Background: an optimization exercise with open tools, aiming at small area. Do not read the settings as production practice. The RTL was checked by simulation tests, not by an equivalence proof against the original design. Power figures rest on the tool's default switching activity, not on a simulated workload.

==> flow/design.v <==
package pixgen_pkg;
    localparam logic [1:0] axil_okay = 2'b00;
endpackage
`timescale 1ns/1ns
module axil_regfile (
    input  logic                            out_stream_aclk,
    input  logic                            periph_resetn,
    input  logic [8-1:0]  s_axi_lite_awaddr,
    input  logic                            s_axi_lite_awvalid,
    output logic                            s_axi_lite_awready,
    input  logic [32-1:0]       s_axi_lite_wdata,
    input  logic                            s_axi_lite_wvalid,
    output logic                            s_axi_lite_wready,
    output logic                            s_axi_lite_bvalid,
    output logic [1:0]                      s_axi_lite_bresp,
    input  logic                            s_axi_lite_bready,
    input  logic [8-1:0]  s_axi_lite_araddr,
    input  logic                            s_axi_lite_arvalid,
    output logic                            s_axi_lite_arready,
    output logic                            s_axi_lite_rvalid,
    output logic [32-1:0]       s_axi_lite_rdata,
    output logic [1:0]                      s_axi_lite_rresp,
    input  logic                            s_axi_lite_rready,
    output logic                            run
);
    localparam int idx_w = $clog2(8);
    localparam int last  = 8 - 1;
    logic [8-1:0][32-1:0] ring;
    logic [idx_w-1:0] enter;
    logic [idx_w-1:0] turn;
    logic             parked;
    logic             clean;
    logic             wr_req;
    logic             wr_go;
    logic             park;
    logic             unpark;
    logic             bypass;
    logic             turn_end;
    logic [32-1:0] ring_in;
    assign turn_end = (turn == idx_w'(last - 1));
    assign wr_req = s_axi_lite_awvalid && s_axi_lite_wvalid && clean &&
                    (s_axi_lite_awaddr[2 +: idx_w] == enter);
    assign park   = s_axi_lite_arvalid && clean && !parked &&
                    (s_axi_lite_araddr[2 +: idx_w] == enter);
    assign unpark = parked && !s_axi_lite_rvalid && (turn == '0);
    assign bypass = park || (parked && !unpark);
    assign wr_go  = wr_req && !park;
    assign s_axi_lite_awready = wr_go;
    assign s_axi_lite_wready  = wr_go;
    assign s_axi_lite_arready = s_axi_lite_arvalid && park;
    assign s_axi_lite_bresp   = pixgen_pkg::axil_okay;
    assign s_axi_lite_rresp   = pixgen_pkg::axil_okay;
    assign s_axi_lite_rdata   = ring[last];
    always_comb begin
        if (wr_go) begin
            ring_in = s_axi_lite_wdata;
        end else if (!clean) begin
            ring_in = '0;
        end else if (bypass) begin
            ring_in = ring[last-1];
        end else begin
            ring_in = ring[last];
        end
    end
    always_ff @(posedge out_stream_aclk) begin
        ring[last-1:0] <= {ring[last-2:0], ring_in};
        if (!bypass) begin
            ring[last] <= ring[last-1];
        end
    end
    always_ff @(posedge out_stream_aclk) begin
        if (!periph_resetn) begin
            enter  <= '0;
            turn   <= '0;
            parked <= 1'b0;
            clean  <= 1'b0;
        end else begin
            if (park || (parked && turn_end && s_axi_lite_rvalid &&
                         !s_axi_lite_rready)) begin
                enter <= enter + 2'd2;
            end else begin
                enter <= enter + 1'b1;
            end
            if (bypass && !turn_end) begin
                turn <= turn + 1'b1;
            end else begin
                turn <= '0;
            end
            if (park) begin
                parked <= 1'b1;
            end else if (unpark) begin
                parked <= 1'b0;
            end
            if (enter == idx_w'(last)) begin
                clean <= 1'b1;
            end
        end
    end
    always_ff @(posedge out_stream_aclk) begin
        if (!periph_resetn) begin
            s_axi_lite_rvalid <= 1'b0;
        end else if (park) begin
            s_axi_lite_rvalid <= 1'b1;
        end else if (s_axi_lite_rready) begin
            s_axi_lite_rvalid <= 1'b0;
        end
    end
    always_ff @(posedge out_stream_aclk) begin
        if (!periph_resetn) begin
            s_axi_lite_bvalid <= 1'b0;
        end else if (wr_go) begin
            s_axi_lite_bvalid <= 1'b1;
        end else if (s_axi_lite_bready) begin
            s_axi_lite_bvalid <= 1'b0;
        end
    end
    always_ff @(posedge out_stream_aclk) begin
        if (!periph_resetn) begin
            run <= 1'b0;
        end else if (wr_go && (enter == '0)) begin
            run <= s_axi_lite_wdata[0];
        end
    end
endmodule
`timescale 1ns/1ns
module tile_raster (
    input  logic                       out_stream_aclk,
    input  logic                       periph_resetn,
    input  logic                       run,
    input  logic                       tready,
    output logic [5-1:0]     x,
    output logic [5-1:0]     y,
    output logic                       tvalid
);
    localparam logic [5-1:0] x_last = 5'(24 - 1);
    localparam logic [5-1:0] y_last = 5'(24 - 1);
    always_ff @(posedge out_stream_aclk) begin
        if (!periph_resetn) begin
            x      <= '0;
            y      <= '0;
            tvalid <= 1'b0;
        end else if (!tvalid) begin
            tvalid <= run;
        end else if (tready) begin
            if (x == x_last) begin
                x <= '0;
                if (y == y_last) begin
                    y      <= '0;
                    tvalid <= run;
                end else begin
                    y <= y + 1'b1;
                end
            end else begin
                x <= x + 1'b1;
            end
        end
    end
endmodule
`timescale 1ns/1ns
module gradient_shader (
    input  logic [5-1:0] y,
    output logic [7:0]             gray
);
    assign gray =
        (y == 5'd0) ? 8'd255 :
        (y == 5'd1) ? 8'd250 :
        (y == 5'd2) ? 8'd246 :
        (y == 5'd3) ? 8'd241 :
        (y == 5'd4) ? 8'd237 :
        (y == 5'd5) ? 8'd232 :
        (y == 5'd6) ? 8'd228 :
        (y == 5'd7) ? 8'd223 :
        (y == 5'd8) ? 8'd219 :
        (y == 5'd9) ? 8'd214 :
        (y == 5'd10) ? 8'd210 :
        (y == 5'd11) ? 8'd205 :
        (y == 5'd12) ? 8'd201 :
        (y == 5'd13) ? 8'd196 :
        (y == 5'd14) ? 8'd192 :
        (y == 5'd15) ? 8'd187 :
        (y == 5'd16) ? 8'd183 :
        (y == 5'd17) ? 8'd178 :
        (y == 5'd18) ? 8'd174 :
        (y == 5'd19) ? 8'd169 :
        (y == 5'd20) ? 8'd165 :
        (y == 5'd21) ? 8'd160 :
        (y == 5'd22) ? 8'd156 :
        8'd0;
endmodule
`timescale 1ns/1ns
module pixel_packer (
    input  logic [5-1:0]        x,
    input  logic [5-1:0]        y,
    input  logic [7:0]                    gray,
    output logic [32-1:0]     out_stream_tdata,
    output logic [32/8-1:0]   out_stream_tkeep,
    output logic                          out_stream_tlast,
    output logic [0:0]                    out_stream_tuser
);
    assign out_stream_tdata    = {8'h00, gray, gray, gray};
    assign out_stream_tkeep    = '1;
    assign out_stream_tlast    = (x == 5'(24 - 1));
    assign out_stream_tuser[0] = (x == '0) && (y == '0);
endmodule
`timescale 1ns/1ns
module pixel_generator (
    input  logic                            out_stream_aclk,
    input  logic                            periph_resetn,
    output logic [32-1:0]       out_stream_tdata,
    output logic [32/8-1:0]     out_stream_tkeep,
    output logic                            out_stream_tlast,
    input  logic                            out_stream_tready,
    output logic                            out_stream_tvalid,
    output logic [0:0]                      out_stream_tuser,
    input  logic [8-1:0]  s_axi_lite_araddr,
    output logic                            s_axi_lite_arready,
    input  logic                            s_axi_lite_arvalid,
    input  logic [8-1:0]  s_axi_lite_awaddr,
    output logic                            s_axi_lite_awready,
    input  logic                            s_axi_lite_awvalid,
    input  logic                            s_axi_lite_bready,
    output logic [1:0]                      s_axi_lite_bresp,
    output logic                            s_axi_lite_bvalid,
    output logic [32-1:0]       s_axi_lite_rdata,
    input  logic                            s_axi_lite_rready,
    output logic [1:0]                      s_axi_lite_rresp,
    output logic                            s_axi_lite_rvalid,
    input  logic [32-1:0]       s_axi_lite_wdata,
    output logic                            s_axi_lite_wready,
    input  logic                            s_axi_lite_wvalid
);
    logic                    run;
    logic [5-1:0]  x;
    logic [5-1:0]  y;
    logic [7:0]              gray;
    axil_regfile regs0 (
        .out_stream_aclk    (out_stream_aclk),
        .periph_resetn      (periph_resetn),
        .s_axi_lite_awaddr  (s_axi_lite_awaddr),
        .s_axi_lite_awvalid (s_axi_lite_awvalid),
        .s_axi_lite_awready (s_axi_lite_awready),
        .s_axi_lite_wdata   (s_axi_lite_wdata),
        .s_axi_lite_wvalid  (s_axi_lite_wvalid),
        .s_axi_lite_wready  (s_axi_lite_wready),
        .s_axi_lite_bvalid  (s_axi_lite_bvalid),
        .s_axi_lite_bresp   (s_axi_lite_bresp),
        .s_axi_lite_bready  (s_axi_lite_bready),
        .s_axi_lite_araddr  (s_axi_lite_araddr),
        .s_axi_lite_arvalid (s_axi_lite_arvalid),
        .s_axi_lite_arready (s_axi_lite_arready),
        .s_axi_lite_rvalid  (s_axi_lite_rvalid),
        .s_axi_lite_rdata   (s_axi_lite_rdata),
        .s_axi_lite_rresp   (s_axi_lite_rresp),
        .s_axi_lite_rready  (s_axi_lite_rready),
        .run                (run)
    );
    tile_raster raster0 (
        .out_stream_aclk (out_stream_aclk),
        .periph_resetn   (periph_resetn),
        .run             (run),
        .tready          (out_stream_tready),
        .x               (x),
        .y               (y),
        .tvalid          (out_stream_tvalid)
    );
    gradient_shader shader0 (
        .y    (y),
        .gray (gray)
    );
    pixel_packer packer0 (
        .x                 (x),
        .y                 (y),
        .gray              (gray),
        .out_stream_tdata  (out_stream_tdata),
        .out_stream_tkeep  (out_stream_tkeep),
        .out_stream_tlast  (out_stream_tlast),
        .out_stream_tuser  (out_stream_tuser)
    );
endmodule
==> flow/config.mk <==
export PLATFORM = sky130hd
export DESIGN_NAME = pixel_generator
export DESIGN_NICKNAME = pixel_generator
export VERILOG_FILES = /design/flow/design.v
export SDC_FILE = /design/flow/constraint.sdc
export NUM_CORES = 4
export LEC_CHECK = 0
export CAP_MARGIN = 20
export CORE_MARGIN = 2
export CORE_UTILIZATION = 75
export GPL_TIMING_DRIVEN = 0
export PLACE_DENSITY = 0.9
export SLEW_MARGIN = 20
==> flow/constraint.sdc <==
create_clock -name core_clock -period 5.0 [get_ports {out_stream_aclk}]
set_input_delay 1.0000 -clock core_clock [delete_from_list [all_inputs] [get_ports {out_stream_aclk}]]
set_output_delay 1.0000 -clock core_clock [all_outputs]
set_load 0.01 [all_outputs]
standard.sh (not shown) runs the stock make flow with config.mk's settings and CLKGATE_MAP_FILE= SYNTH_SCRIPT=/design/flow/synth_recipe.tcl, a recipe that flattens the netlist after the stock synthesis.
==> flow/flow/run.sh <==
#!/bin/bash
# The standard layout (standard.sh), with these changes:
#  - after the standard synthesis, the combinational logic between the
#    flip-flops is re-mapped for area (flow/remap.sh, flow/remap.tcl);
#    flip-flops and tie cells stay exactly as the standard synthesis made
#    them (same instances, names and cell types);
#  - ports are buffered with the smallest buffer, sky130_fd_sc_hd__buf_1;
#  - a leaner clock tree (small buffers, no dummy loads);
#  - one tie cell per constant instead of one per load.
# Each tool's output goes to a log file of its own in this folder.
set -euo pipefail
export BUFFER_PORTS_ARGS="-buffer_cell sky130_fd_sc_hd__buf_1"
export CTS_ARGS="-sink_clustering_enable -repair_clock_nets -dont_use_dummy_load -buf_list sky130_fd_sc_hd__clkbuf_4 -sink_clustering_size 12 -sink_clustering_max_diameter 40"
export SKIP_REPAIR_TIE_FANOUT=1
bash standard.sh synth > synth.log 2>&1
R=orfs/results/$FLOW_PLATFORM/pixel_generator/base
cp $R/1_2_yosys.v standard_synth.v
bash flow/remap.sh > remap.log 2>&1
cp remapped.v $R/1_2_yosys.v
rm -f $R/1_synth.odb $R/1_synth.sdc
bash standard.sh > standard.log 2>&1
==> flow/flow/remap.sh <==
#!/bin/bash
# Re-map the combinational logic of the standard synthesis (standard_synth.v)
# with a few area-oriented ABC scripts. Each result is proved equivalent to
# the standard synthesis (flow/remap_eq.tcl); the smallest proven one becomes
# remapped.v, and if none is proven the standard synthesis is kept as it is.
set -uo pipefail
R2="balance;rewrite;refactor;balance;rewrite;rewrite,-z;balance;refactor,-z;rewrite,-z;balance"
C2="balance;resub;resub,-K,6;balance;resub,-z;resub,-z,-K,6;balance;resub,-z,-K,5;balance"
scripts=(
  "strash;$R2;dch,-f;amap;topo"
  "strash;dc2;dch,-f;amap;topo"
  "strash;$R2;$R2;dch,-f;amap;topo"
  "strash;dc2;$R2;dc2;dch,-f;amap;topo"
  "strash;ifraig;scorr;dc2;strash;dch,-f;amap;topo"
  "strash;$R2;dch,-f;amap;topo;strash;$R2;dch,-f;amap;topo"
  "strash;$R2;$C2;dch,-f;amap;topo"
  "strash;dch;amap;topo"
)
export REMAP_LIB=$FLOW_HOME/platforms/$FLOW_PLATFORM/lib/sky130_fd_sc_hd__tt_025C_1v80.lib
export REMAP_IN=standard_synth.v REMAP_KEEP=flow/seq_cells.txt
: > remap_choice.log
for i in "${!scripts[@]}"; do
  mkdir -p remap_$i
  if REMAP_SCRIPT="${scripts[$i]}" REMAP_OUT=remap_$i/out.v REMAP_DIR=remap_$i \
      yosys -c flow/remap.tcl > remap_$i/yosys.log 2>&1; then
    a=$(awk '/Chip area for top module/ {print $NF}' remap_$i/remap_after.txt | tail -1)
    echo "$a $i" >> remap_areas.txt
    echo "script $i area $a: ${scripts[$i]}" >> remap_choice.log
  else
    echo "script $i failed: ${scripts[$i]}" >> remap_choice.log
  fi
done
cp standard_synth.v remapped.v
for i in $(sort -g remap_areas.txt | awk '{print $2}'); do
  if REMAP_OUT=remap_$i/out.v yosys -c flow/remap_eq.tcl > remap_$i/equiv.log 2>&1; then
    echo "kept script $i (proved equivalent)" >> remap_choice.log
    cp remap_$i/out.v remapped.v
    break
  fi
  echo "script $i not proved equivalent, skipped" >> remap_choice.log
done
==> flow/flow/remap.tcl <==
# Re-map the standard synthesis's combinational logic for area with the ABC
# script in REMAP_SCRIPT (run.sh tries a few and keeps the smallest).
# Flip-flops and tie cells are kept as they are (same instances, names and
# cell types); only the logic between them is redone.
yosys -import
set lib $::env(REMAP_LIB)
set fin $::env(REMAP_IN)
set fout $::env(REMAP_OUT)
read_liberty -ignore_miss_func $lib
read_verilog $fin
hierarchy -top $::env(FLOW_TOP)
set fh [open $::env(REMAP_KEEP) r]
foreach c [split [read $fh] "\n"] {
  if {$c ne ""} { setattr -mod -set keep_hierarchy 1 $c }
}
close $fh
setattr -mod -set keep_hierarchy 1 sky130_fd_sc_hd__conb_1
tee -o $::env(REMAP_DIR)/remap_before.txt stat -liberty $lib
flatten
opt_clean
abc -liberty $lib -dont_use sky130_fd_sc_hd__probe* -dont_use sky130_fd_sc_hd__lpflow* \
  -script "+$::env(REMAP_SCRIPT)"
opt_clean -purge
hilomap -singleton -hicell sky130_fd_sc_hd__conb_1 HI -locell sky130_fd_sc_hd__conb_1 LO
opt_clean -purge
tee -o $::env(REMAP_DIR)/remap_after.txt stat -liberty $lib
select -module $::env(FLOW_TOP)
# fails unless every cell is a library cell (no internal $ cells left)
select -assert-none t:$*
write_verilog -noattr -nohex -nodec -selected $fout
==> flow/flow/remap_eq.tcl <==
# Prove that REMAP_OUT does what REMAP_IN (the standard synthesis) does, with
# every library cell read as its function. Fails unless the proof is complete.
yosys -import
set lib $::env(REMAP_LIB)
read_liberty -ignore_miss_func $lib
read_verilog $::env(REMAP_IN)
yosys rename $::env(FLOW_TOP) gold
read_verilog $::env(REMAP_OUT)
yosys rename $::env(FLOW_TOP) gate
flatten
opt_clean
async2sync
equiv_make gold gate equiv
hierarchy -top equiv
equiv_simple -seq 2
equiv_induct
equiv_status -assert
Other scripts of this flow, unchanged in this note and not shown: flow/flow/seq_cells.txt
The baseline completed with no timing, DRC or antenna violations.
Change:
==> flow/flow/remap.sh (replaced) <==
#!/bin/bash
# Re-map the combinational logic of the standard synthesis (standard_synth.v)
# with a few area-oriented ABC scripts; keep the smallest as remapped.v.
set -euo pipefail
R2="balance;rewrite;refactor;balance;rewrite;rewrite,-z;balance;refactor,-z;rewrite,-z;balance"
scripts=(
  "strash;$R2;dch,-f;amap;topo"
  "strash;dc2;dch,-f;amap;topo"
  "strash;$R2;$R2;dch,-f;amap;topo"
  "strash;dc2;$R2;dc2;dch,-f;amap;topo"
  "strash;ifraig;scorr;dc2;strash;dch,-f;amap;topo"
  "strash;$R2;dch,-f;amap;topo;strash;$R2;dch,-f;amap;topo"
  "strash;dc2;dch,-f;map,-a;topo"
)
export REMAP_LIB=$FLOW_HOME/platforms/$FLOW_PLATFORM/lib/sky130_fd_sc_hd__tt_025C_1v80.lib
export REMAP_IN=standard_synth.v REMAP_KEEP=flow/seq_cells.txt
best=""; best_area=""
for i in "${!scripts[@]}"; do
  mkdir -p remap_$i
  if REMAP_SCRIPT="${scripts[$i]}" REMAP_OUT=remap_$i/out.v REMAP_DIR=remap_$i \
      yosys -c flow/remap.tcl > remap_$i.log 2>&1; then
    a=$(awk '/Chip area for top module/ {print $NF}' remap_$i/remap_after.txt | tail -1)
    echo "script $i area $a: ${scripts[$i]}" >> remap_choice.log
    if [[ -n "$a" ]] && { [[ -z "$best_area" ]] || awk -v a="$a" -v b="$best_area" 'BEGIN{exit !(a<b)}'; }; then
      best=$i; best_area=$a
    fi
  else
    echo "script $i failed: ${scripts[$i]}" >> remap_choice.log
  fi
done
echo "kept script $best, area $best_area" >> remap_choice.log
cp remap_$best/out.v remapped.v
--- a/flow/flow/remap.tcl
+++ b/flow/flow/remap.tcl
@@ -27,4 +27,2 @@
 select -module $::env(FLOW_TOP)
-# fails unless every cell is a library cell (no internal $ cells left)
-select -assert-none t:$*
 write_verilog -noattr -nohex -nodec -selected $fout
--- a/flow/config.mk
+++ b/flow/config.mk
@@ -7,7 +7,7 @@
 export LEC_CHECK = 0
+export ABC_AREA = 1
 export CAP_MARGIN = 20
 export CORE_MARGIN = 2
-export CORE_UTILIZATION = 75
-export GPL_TIMING_DRIVEN = 0
-export PLACE_DENSITY = 0.9
+export CORE_UTILIZATION = 60
+export PLACE_DENSITY = 0.75
 export SLEW_MARGIN = 20
removed: flow/flow/remap_eq.tcl
Outcome: The new run produced a clean layout. Sequential share of layout area falls by 0.97 points. Power stays flat. Design area rises slightly. Wire length falls by a few percent.
Change:
==> flow/flow/remap.sh (replaced) <==
#!/bin/bash
# Re-map the combinational logic of the standard synthesis (standard_synth.v)
# with a few area-oriented ABC scripts. Each result is proved equivalent to
# the standard synthesis (flow/remap_eq.tcl); the smallest proven one becomes
# remapped.v, and if none is proven the standard synthesis is kept as it is.
set -uo pipefail
R2="balance;rewrite;refactor;balance;rewrite;rewrite,-z;balance;refactor,-z;rewrite,-z;balance"
C2="balance;resub;resub,-K,6;balance;resub,-z;resub,-z,-K,6;balance;resub,-z,-K,5;balance"
scripts=(
  "strash;$R2;dch,-f;amap;topo"
  "strash;dc2;dch,-f;amap;topo"
  "strash;$R2;$R2;dch,-f;amap;topo"
  "strash;dc2;$R2;dc2;dch,-f;amap;topo"
  "strash;ifraig;scorr;dc2;strash;dch,-f;amap;topo"
  "strash;$R2;dch,-f;amap;topo;strash;$R2;dch,-f;amap;topo"
  "strash;$R2;$C2;dch,-f;amap;topo"
  "strash;dch;amap;topo"
)
export REMAP_LIB=$FLOW_HOME/platforms/$FLOW_PLATFORM/lib/sky130_fd_sc_hd__tt_025C_1v80.lib
export REMAP_IN=standard_synth.v REMAP_KEEP=flow/seq_cells.txt
: > remap_choice.log
for i in "${!scripts[@]}"; do
  mkdir -p remap_$i
  if REMAP_SCRIPT="${scripts[$i]}" REMAP_OUT=remap_$i/out.v REMAP_DIR=remap_$i \
      yosys -c flow/remap.tcl > remap_$i/yosys.log 2>&1; then
    a=$(awk '/Chip area for top module/ {print $NF}' remap_$i/remap_after.txt | tail -1)
    echo "$a $i" >> remap_areas.txt
    echo "script $i area $a: ${scripts[$i]}" >> remap_choice.log
  else
    echo "script $i failed: ${scripts[$i]}" >> remap_choice.log
  fi
done
cp standard_synth.v remapped.v
for i in $(sort -g remap_areas.txt | awk '{print $2}'); do
  if REMAP_OUT=remap_$i/out.v yosys -c flow/remap_eq.tcl > remap_$i/equiv.log 2>&1; then
    echo "kept script $i (proved equivalent)" >> remap_choice.log
    cp remap_$i/out.v remapped.v
    break
  fi
  echo "script $i not proved equivalent, skipped" >> remap_choice.log
done
--- a/flow/flow/remap.tcl
+++ b/flow/flow/remap.tcl
@@ -1,3 +1,4 @@
 # Re-map the standard synthesis's combinational logic for area with the ABC
-# script in REMAP_SCRIPT (run.sh tries a few and keeps the smallest).
+# script in REMAP_SCRIPT (remap.sh tries a few and keeps the smallest one
+# that it proves equivalent).
 # Flip-flops and tie cells are kept as they are (same instances, names and
@@ -27,2 +28,4 @@
 select -module $::env(FLOW_TOP)
+# fails unless every cell is a library cell (no internal $ cells left)
+select -assert-none t:$*
 write_verilog -noattr -nohex -nodec -selected $fout
==> flow/flow/remap_eq.tcl (new file) <==
# Prove that REMAP_OUT does what REMAP_IN (the standard synthesis) does, with
# every library cell read as its function. Fails unless the proof is complete.
yosys -import
set lib $::env(REMAP_LIB)
read_liberty -ignore_miss_func $lib
read_verilog $::env(REMAP_IN)
yosys rename $::env(FLOW_TOP) gold
read_verilog $::env(REMAP_OUT)
yosys rename $::env(FLOW_TOP) gate
flatten
opt_clean
async2sync
equiv_make gold gate equiv
hierarchy -top equiv
equiv_simple -seq 2
equiv_induct
equiv_status -assert
--- a/flow/config.mk
+++ b/flow/config.mk
@@ -7,7 +7,6 @@
 export LEC_CHECK = 0
-export ABC_AREA = 1
 export CAP_MARGIN = 20
 export CORE_MARGIN = 2
-export CORE_UTILIZATION = 60
-export PLACE_DENSITY = 0.75
+export CORE_UTILIZATION = 80
+export PLACE_DENSITY = 0.95
 export SLEW_MARGIN = 20
Design area drops by 2.3%. Die area fell by 26%. Non-clock buffer count does not change. Worst setup slack improves by 160 ps. Hold slack gets worse by 9.9 ps. Cell count goes down by 11%. Via count grows by 1.3%.
Change:
--- a/flow/config.mk
+++ b/flow/config.mk
@@ -9,4 +9,4 @@
 export CORE_MARGIN = 2
-export CORE_UTILIZATION = 80
-export PLACE_DENSITY = 0.95
+export CORE_UTILIZATION = 75
+export PLACE_DENSITY = 0.9
 export SLEW_MARGIN = 20
=>
- The new run finished clean
- die area increases by about 6%
- sequential power barely changes
- global-route usage decreases by 5.5 points
- final cell count increases by 0.42%
- total power decreases by about 0.5%
- fmax increases by about 3.3%
- clock-buffer cell count stays the same
- worst setup slack gets better by 130 ps
- synthesized cell count is unchanged
- routed wire length decreases by 12%
- combinational power decreases by about 4%

==> port drivers added, routing unchanged <==
The results above use ideal ports. As a check the final layouts listed here were re-extracted and re-timed, cells and wires unchanged.
Step 1, drivers: a clkbuf_16 drives out_stream_aclk and a buf_2 each remaining input, both assumed.
Step 2 adds t to the input delays and takes it off the output delays; t is the mean of the earliest and latest rising clock arrival at the registers after step 1. Input paths then give back, and output paths get back, about the clock's delay inside the block.
a / b / c = ideal / step 1 / step 2; a / b = the first two.
run | shift t [ns] | setup WS [ns] | worst setup path after step 2 | clock arrival spread, ns | cell pins on the clock port's net
the first run | 0.591 | 1.068 / 1.038 / 1.095 | input to register | 0.062 / 0.062 | 1
the second run | 0.599 | 0.832 / 0.799 / 1.334 | input to output | 0.047 / 0.048 | 1
the third run | 0.614 | 0.996 / 0.964 / 0.925 | input to register | 0.036 / 0.036 | 1
the fourth run | 0.584 | 1.124 / 1.093 / 0.954 | input to register | 0.086 / 0.086 | 1
After both steps setup and hold are still met in every run listed. The setup slack of the fourth run, which loses most, moves by -0.031 ns with the drivers and by -0.170 ns with both steps.
